Source: an optimization exercise on an open RTL-to-GDS flow (aim: small area, a short achievable clock period and few clock cycles per item). Production flows keep margins and buffers that such runs may drop. Only simulation tests tie the RTL to the original design; equivalence was not proved. Power is estimated from default activity; no workload was simulated.

==> flow/design.v <==
`timescale 1ns / 1ps
`default_nettype none
package lotd_pkg;
  localparam int VerticesDef   = 64;
  localparam int LengthBitsDef = 12;
  localparam int EndW          = 6;
  localparam int LongestW      = 12;
endpackage
`default_nettype wire
`timescale 1ns / 1ps
`default_nettype none
module lotd_ctrl (
  input  wire logic clk_i,
  input  wire logic rst_ni,
  input  wire logic start_i,
  output logic      v1_o,
  output logic      v2_o,
  output logic      init_o,
  output logic      busy_o,
  output logic      done_o
);
  logic v1_q, v2_q, done_q, init_q;
  always_ff @(posedge clk_i or negedge rst_ni) begin
    if (!rst_ni) begin
      v1_q   <= 1'b0;
      v2_q   <= 1'b0;
      done_q <= 1'b0;
      init_q <= 1'b1;
    end else begin
      v1_q   <= start_i;
      v2_q   <= v1_q;
      done_q <= v2_q;
      init_q <= 1'b0;
    end
  end
  assign v1_o   = v1_q;
  assign v2_o   = v2_q;
  assign init_o = init_q;
  assign busy_o = 1'b0;
  assign done_o = done_q;
endmodule
`default_nettype wire
`timescale 1ns / 1ps
`default_nettype none
module lotd_dpath #(
  parameter int Vertices   = lotd_pkg::VerticesDef,
  parameter int LengthBits = lotd_pkg::LengthBitsDef
) (
  input  wire logic                       clk_i,
  input  wire logic                       rst_ni,
  input  wire logic                       v1_i,
  input  wire logic                       v2_i,
  input  wire logic                       init_i,
  input  wire logic                       cmd_in_i,
  input  wire logic [lotd_pkg::EndW-1:0]  end_a_i,
  input  wire logic [lotd_pkg::EndW-1:0]  end_b_i,
  output logic [lotd_pkg::LongestW-1:0]   longest_length_o,
  output logic                            saturated_o
);
  localparam int AW = lotd_pkg::EndW;
  localparam int LW = LengthBits;
  localparam logic [LW-1:0] LenMax = '1;
  logic [LW-1:0] mem [Vertices];
  logic          c1_q;
  logic [AW-1:0] a1_q, b1_q;
  logic [7:0]    ah1_q, al1_q, bh1_q, bl1_q;    
  logic          eq_aa1_q, eq_ba1_q, eq_ab1_q, eq_bb1_q;   
  logic          c2_q;
  logic [AW-1:0] a2_q, b2_q;
  logic [LW-1:0] la2_q, lb2_q;
  logic [LW-1:0] run_q;
  logic          sat_q;
  function automatic logic [LW-1:0] sat_inc(input logic [LW-1:0] v);
    sat_inc = (v == LenMax) ? v : v + 1'b1;
  endfunction
  function automatic logic [7:0] dec3(input logic [2:0] v);
    dec3 = 8'b1 << v;
  endfunction
  logic          edge2, clr2, clr_all, a_ge_b, b_ge_a, wa, wb, grow;
  logic [LW-1:0] inc_a, inc_b, incm, wdata;
  assign edge2   = v2_i & c2_q;
  assign clr2    = v2_i & ~c2_q;
  assign clr_all = clr2 | init_i;
  assign a_ge_b  = la2_q >= lb2_q;
  assign b_ge_a  = lb2_q >= la2_q;
  assign inc_a   = sat_inc(la2_q);
  assign inc_b   = sat_inc(lb2_q);
  assign incm    = a_ge_b ? inc_a : inc_b;
  assign wa      = edge2 & b_ge_a;
  assign wb      = edge2 & a_ge_b;
  assign wdata   = clr_all ? '0 : incm;
  assign grow    = edge2 & ((la2_q == run_q) | (lb2_q == run_q));
  always_ff @(posedge clk_i) begin
    for (int v = 0; v < Vertices; v++) begin
      if (clr_all || (wa && a2_q == AW'(v)) || (wb && b2_q == AW'(v))) begin
        mem[v] <= wdata;
      end
    end
  end
  always_ff @(posedge clk_i or negedge rst_ni) begin
    if (!rst_ni) begin
      run_q <= '0;
      sat_q <= 1'b0;
    end else if (clr2) begin
      run_q <= '0;
      sat_q <= 1'b0;
    end else if (grow) begin
      run_q <= sat_inc(run_q);
      if (&run_q[LW-1:1]) begin
        sat_q <= 1'b1;
      end
    end
  end
  logic          hit_a, hit_b;
  logic [LW-1:0] rd_a, rd_b, la_fwd, lb_fwd;
  always_comb begin
    rd_a = '0;
    rd_b = '0;
    for (int h = 0; h < 8; h++) begin
      logic [LW-1:0] ta, tb;
      ta = '0;
      tb = '0;
      for (int l = 0; l < 8; l++) begin
        ta = ta | (mem[8*h+l] & {LW{al1_q[l]}});
        tb = tb | (mem[8*h+l] & {LW{bl1_q[l]}});
      end
      rd_a = rd_a | (ta & {LW{ah1_q[h]}});
      rd_b = rd_b | (tb & {LW{bh1_q[h]}});
    end
  end
  assign hit_a  = (wa & eq_aa1_q) | (wb & eq_ab1_q);
  assign hit_b  = (wa & eq_ba1_q) | (wb & eq_bb1_q);
  assign la_fwd = clr2 ? '0 : (hit_a ? incm : rd_a);
  assign lb_fwd = clr2 ? '0 : (hit_b ? incm : rd_b);
  always_ff @(posedge clk_i) begin
    c1_q     <= cmd_in_i;
    a1_q     <= end_a_i;
    b1_q     <= end_b_i;
    ah1_q    <= dec3(end_a_i[5:3]);
    al1_q    <= dec3(end_a_i[2:0]);
    bh1_q    <= dec3(end_b_i[5:3]);
    bl1_q    <= dec3(end_b_i[2:0]);
    eq_aa1_q <= end_a_i == a1_q;
    eq_ab1_q <= end_a_i == b1_q;
    eq_ba1_q <= end_b_i == a1_q;
    eq_bb1_q <= end_b_i == b1_q;
    c2_q     <= c1_q;
    a2_q     <= a1_q;
    b2_q     <= b1_q;
    la2_q    <= la_fwd;
    lb2_q    <= lb_fwd;
  end
  assign longest_length_o = lotd_pkg::LongestW'(run_q);
  assign saturated_o      = sat_q;
endmodule
`default_nettype wire
`timescale 1ns / 1ps
`default_nettype none
module longest_ordered_trail_dp #(
  parameter int VERTICES    = lotd_pkg::VerticesDef,
  parameter int LENGTH_BITS = lotd_pkg::LengthBitsDef
) (
  input  wire logic                          clk_i,
  input  wire logic                          rst_ni,
  input  wire logic                          start,
  output logic                               busy,
  input  wire logic                          cmd_i,
  input  wire logic [lotd_pkg::EndW-1:0]     end_a_i,
  input  wire logic [lotd_pkg::EndW-1:0]     end_b_i,
  output logic                               done_o,
  output logic [lotd_pkg::LongestW-1:0]      longest_length_o,
  output logic                               saturated_o
);
  logic v1, v2, init;
  lotd_ctrl u_ctrl (
    .clk_i  (clk_i),
    .rst_ni (rst_ni),
    .start_i(start),
    .v1_o   (v1),
    .v2_o   (v2),
    .init_o (init),
    .busy_o (busy),
    .done_o (done_o)
  );
  lotd_dpath #(
    .Vertices  (VERTICES),
    .LengthBits(LENGTH_BITS)
  ) u_dpath (
    .clk_i           (clk_i),
    .rst_ni          (rst_ni),
    .v1_i            (v1),
    .v2_i            (v2),
    .init_i          (init),
    .cmd_in_i        (cmd_i),
    .end_a_i         (end_a_i),
    .end_b_i         (end_b_i),
    .longest_length_o(longest_length_o),
    .saturated_o     (saturated_o)
  );
endmodule
`default_nettype wire
==> flow/run.sh <==
#!/bin/bash
# synth_recipe.tcl (not shown) runs the flow's synth.tcl, then flattens the netlist and writes it again
# the make line also repeats each setting of config.mk as NAME=value (left out here)
make -C /OpenROAD-flow-scripts/flow DESIGN_CONFIG=/design/flow/config.mk WORK_HOME=/design/flow/orfs CLKGATE_MAP_FILE= SYNTH_SCRIPT=/design/flow/synth_recipe.tcl finish
==> flow/config.mk <==
export PLATFORM = sky130hd
export DESIGN_NAME = longest_ordered_trail_dp
export DESIGN_NICKNAME = longest_ordered_trail_dp
export VERILOG_FILES = /design/flow/design.v
export SDC_FILE = /design/flow/constraint.sdc
export NUM_CORES = 4
export LEC_CHECK = 0
export CAP_MARGIN = 20
export CORE_MARGIN = 2
export CORE_UTILIZATION = 40
export SETUP_SLACK_MARGIN = 2.5
export SLEW_MARGIN = 20
==> flow/constraint.sdc <==
create_clock -name core_clock -period 5.5 [get_ports {clk_i}]
set_input_delay 1.1000 -clock core_clock [delete_from_list [all_inputs] [get_ports {clk_i}]]
set_output_delay 1.1000 -clock core_clock [all_outputs]
set_load 0.01 [all_outputs]
==> flow_summary.ini <==
[clocking]
cts-root-buf = clkbuf_16
clkTransAtPathRegs_ps = 60
cts_buffers = 91
cts.sinks = 871
cts_tree = done
clock_path_buffers = 3
htreeDepth = 3
clkLatencyLatePin_ps = 660

[layout]
syn2layout_area_growth_pct = 17.7
drive_gt1_share_pct = 15.6
finalInstanceArea_um2 = 44600
stdcell_count = 4218
fin_util_pct = 47.7
final_nets = 2917

[detailed_routing]
drt_pass1_iterations = 7
via_count = 30400
wl_mm = 154
routedWlPerCell_um = 36.5
vias_per_cell = 7.21
drc = 0
dr.first_iter.drc_count = 6029
ant_nets = 0

[place]
numPortBuffers = 29
hpwl_mm = 89.2
routabilityCongestion = 1.02
placed_cells = 3970
dpl_cell_area_um2 = 40100

[worst_setup_path]
worst_setup_path_start_kind = register
crit_required_ps = 6000
path_class = register to register
critPathArrivalTime_ps = 3710
reg2reg_from = u_dpath.al1_q[0]
path_max_fanout = 36
end_kind = register
startpoint = u_dpath.al1_q[0]

[die]
fp.coreArea_um2 = 93600
start_util_pct = 40.5
die-area_um2 = 97200
die_w_um = 312
pin_count = 31
rows = 112
fp.dieH_um = 312

[power]
power_leakage_nw = 14.6
power_density_nw_per_um2 = 417
peakVddDrop_mv = 0.259
power_mw = 18.6

[grt]
grt_pass1_wl_mm = 212
antenna_found_initial = 4
grt_max_degree = 79
grt_pass1_vias = 28600
overflow = 0
grt_usage_pct = 30.0

[timing]
finClkSkew_ps = 21.4
maxSlewHeadroom_pct = 25.0
setup_violations = 0
finalCritPeriodShare_pct = 58.4
period_needed_ps = 3210
rsz0062_at_grt = yes
final-hold-violation-count = 0
timing.setup.tns_ps = 0
tightest_slew_ps = 1120
fmax_mhz = 311
maxSlewViolCount = 0

[job]
max-cap-violations = 0

[synthesis]
synth_enable_flop_cells = 768
synth_flop_cell = edfxtp_1
ys_seq_elements = 871
synth.distinct_cells = 53
async_flop_share_pct = 1.95
synth_cells = 2824
ys_warn_count = 3
seq_area_frac_synth_pct = 66.5
synth_area_um2 = 37900
synth_area_per_cell_um2 = 13.4

[worst_hold_path]
hold_start = u_dpath.c1_q
hp-class = register to register

[status]
run_status = complete, no violations
cells in the mapped netlist, drive strengths merged (2+ instances only):
master / number / area, µm²
nor3: 15 / 75.1
o211ai: 7 / 52.6
a211oi: 28 / 215
nor2: 65 / 244
nor4: 3 / 25.0
a21oi: 53 / 265
xor2: 9 / 78.8
a41oi: 34 / 298
nor3b: 12 / 90.1
edfxtp: 768 / 23100
nor2b: 11 / 68.8
o21ai: 74 / 374
nand2: 52 / 195
xnor2: 43 / 377
a2111o: 5 / 56.3
mux2: 4 / 45.0
o21a: 2 / 15.0
or2: 5 / 31.3
a31oi: 29 / 181
a22oi: 864 / 6490
ha: 15 / 188
or3: 2 / 12.5
buf: 57 / 245
and3b: 7 / 61.3
nand4: 249 / 1560
o22ai: 3 / 18.8
clkbuf: 200 / 751
inv: 20 / 75.1
mux2i: 19 / 190
and2: 10 / 62.6
and4: 4 / 35.0
nand2b: 5 / 31.3
nand3: 29 / 145
dfxtp: 86 / 1720
and3: 11 / 68.8
dfrtp: 16 / 400
registers in the layout, indices dropped and copies added, names as in the netlist, 8 cells and up:
register	flops
u_dpath.ah1_q	8
u_dpath.al1_q	8
u_dpath.bh1_q	8
u_dpath.bl1_q	8
u_dpath.la2_q	12
u_dpath.lb2_q	12
u_dpath.mem	768
u_dpath.run_q	12
metrics by stage:
stage                     setup slack (ps)  hold slack (ps)
after floorplan                       2260              310
after global placement                1620              311
after detailed placement              1530              314
after CTS                             2490              334
after global routing                  2460              334
final                                 2290              330
per-layer routing:
metal | up-vias | track usage [%] | wire, µm
li1 | 12000 | - | -
met1 | 15100 | 39.2 | 55200
met2 | 2725 | 45.7 | 67500
met3 | 616 | 8.07 | 21100
met4 | 8 | 15.6 | 10200
met5 | - | 0 | 58
cell type report:
type / count / area (µm²)
repair buffers: 217 / 2410
clock buffers: 110 / 2440
flip-flops and latches: 871 / 25300
multi-input cells: 1685 / 12200
fillers: 8011 / 49000
diodes: 2 / 5.00
well taps: 1254 / 1570
inverters: 20 / 82.6
clock inverters: 59 / 547
path summary, 6_finish.rpt:
check | end | slack (ps) | cells after the start
worst max-delay path | u_dpath.la2_q[4] | 2290 | 7
worst min-delay path | u_dpath.c2_q | 330 | 0
worst max register to register | u_dpath.la2_q[4] | 2290 | 7
worst min register to register | u_dpath.c2_q | 330 | 0
max in group asynchronous | u_dpath.run_q[10] | 3900 | 1
min in group asynchronous | u_dpath.run_q[4] | 970 | 1
worst max-delay path, stage by stage, from the launching register on:
cell      delay [ps]
dfxtp_4          550
buf_4            380
a22oi_1          230
nand4_1          260
a22oi_1          650
nand4_1          380
a31oi_1          400
a211oi_1         120
cell usage in the layout, fill, tap and decap left out, types with 15 or more instances in the layout:
cell / count
a31oi_1: 28
clkinv_2: 17
nand2_1: 52
xnor2_1: 43
nor3_1: 15
clkdlybuf4s50_1: 29
nand3_1: 26
clkinv_1: 17
edfxtp_1: 768
nand4_1: 249
nor2_4: 16
clkbuf_16: 95
a211oi_1: 27
dfxtp_4: 26
a41oi_1: 31
buf_4: 89
a21oi_1: 50
dfxtp_1: 47
nor2_1: 52
buf_6: 56
a22oi_1: 863
o21ai_1: 45
buf_12: 33
power by group:
group	leakage (nW)	total (mW)	internal (mW)	switching, mW
logic	4.06	3.12	1.02	2.10
clock network	1.45	6.20	3.55	2.65
registers	9.13	9.29	8.53	0.759
total	14.6	18.6	13.1	5.50
cells by family (layout without fill, tap and decap cells):
kind of cell | after synthesis | in the layout | share of synthesized area (%)
AO/OA/AOI/OAI | 1104 | 1104 | 21.2
flip-flops | 871 | 871 | 66.5
AND/OR/NAND/NOR | 481 | 489 | 7.15
buffers and inverters | 277 | 406 | 2.83
XOR/XNOR | 52 | 52 | 1.20
multiplexers | 23 | 23 | 0.621
adder cells (fa/ha/maj) | 15 | 15 | 0.495
other | 1 | 4 | 0.00990
timing repair:
item	in CTS	in global routing
hold buffers	0	0
gates resized for setup	55	149
setup buffers	27	30
pin swaps	13	16
cloned	9	11
setup endpoints to repair	1561	1428
Testbench counts, summed over its fixed seeds: cycles 16,024, items 16,000.

==> static timing again, ports no longer ideal <==
How much do the figures lean on ideal ports? The routed layout below was timed once more, with nothing changed but the port constraints.
Step 1 (the two cells are an assumption about what drives the block):
set clk [get_ports {clk_i}]
set_driving_cell -lib_cell sky130_fd_sc_hd__clkbuf_16 $clk
set_driving_cell -lib_cell sky130_fd_sc_hd__buf_2 [delete_from_list [all_inputs] $clk]
Step 2, shift: input delay + t, output delay - t, t = (earliest + latest rising clock arrival at the registers) / 2. This alone moves slack from input paths to output paths.
Slacks: ideal ports / drivers / drivers and shift; pairs: ideal ports / drivers.
shift t [ns]: 0.722
setup slack, ns: 2.288 / 2.288 / 2.288
latest minus earliest clock arrival (ns): 0.023 / 0.023
pins driven straight from the clock port: 1
After both steps setup and hold are still met in this run. For this run, drivers alone change the setup slack by 0.000 ns; drivers and shift together by 0.000 ns.
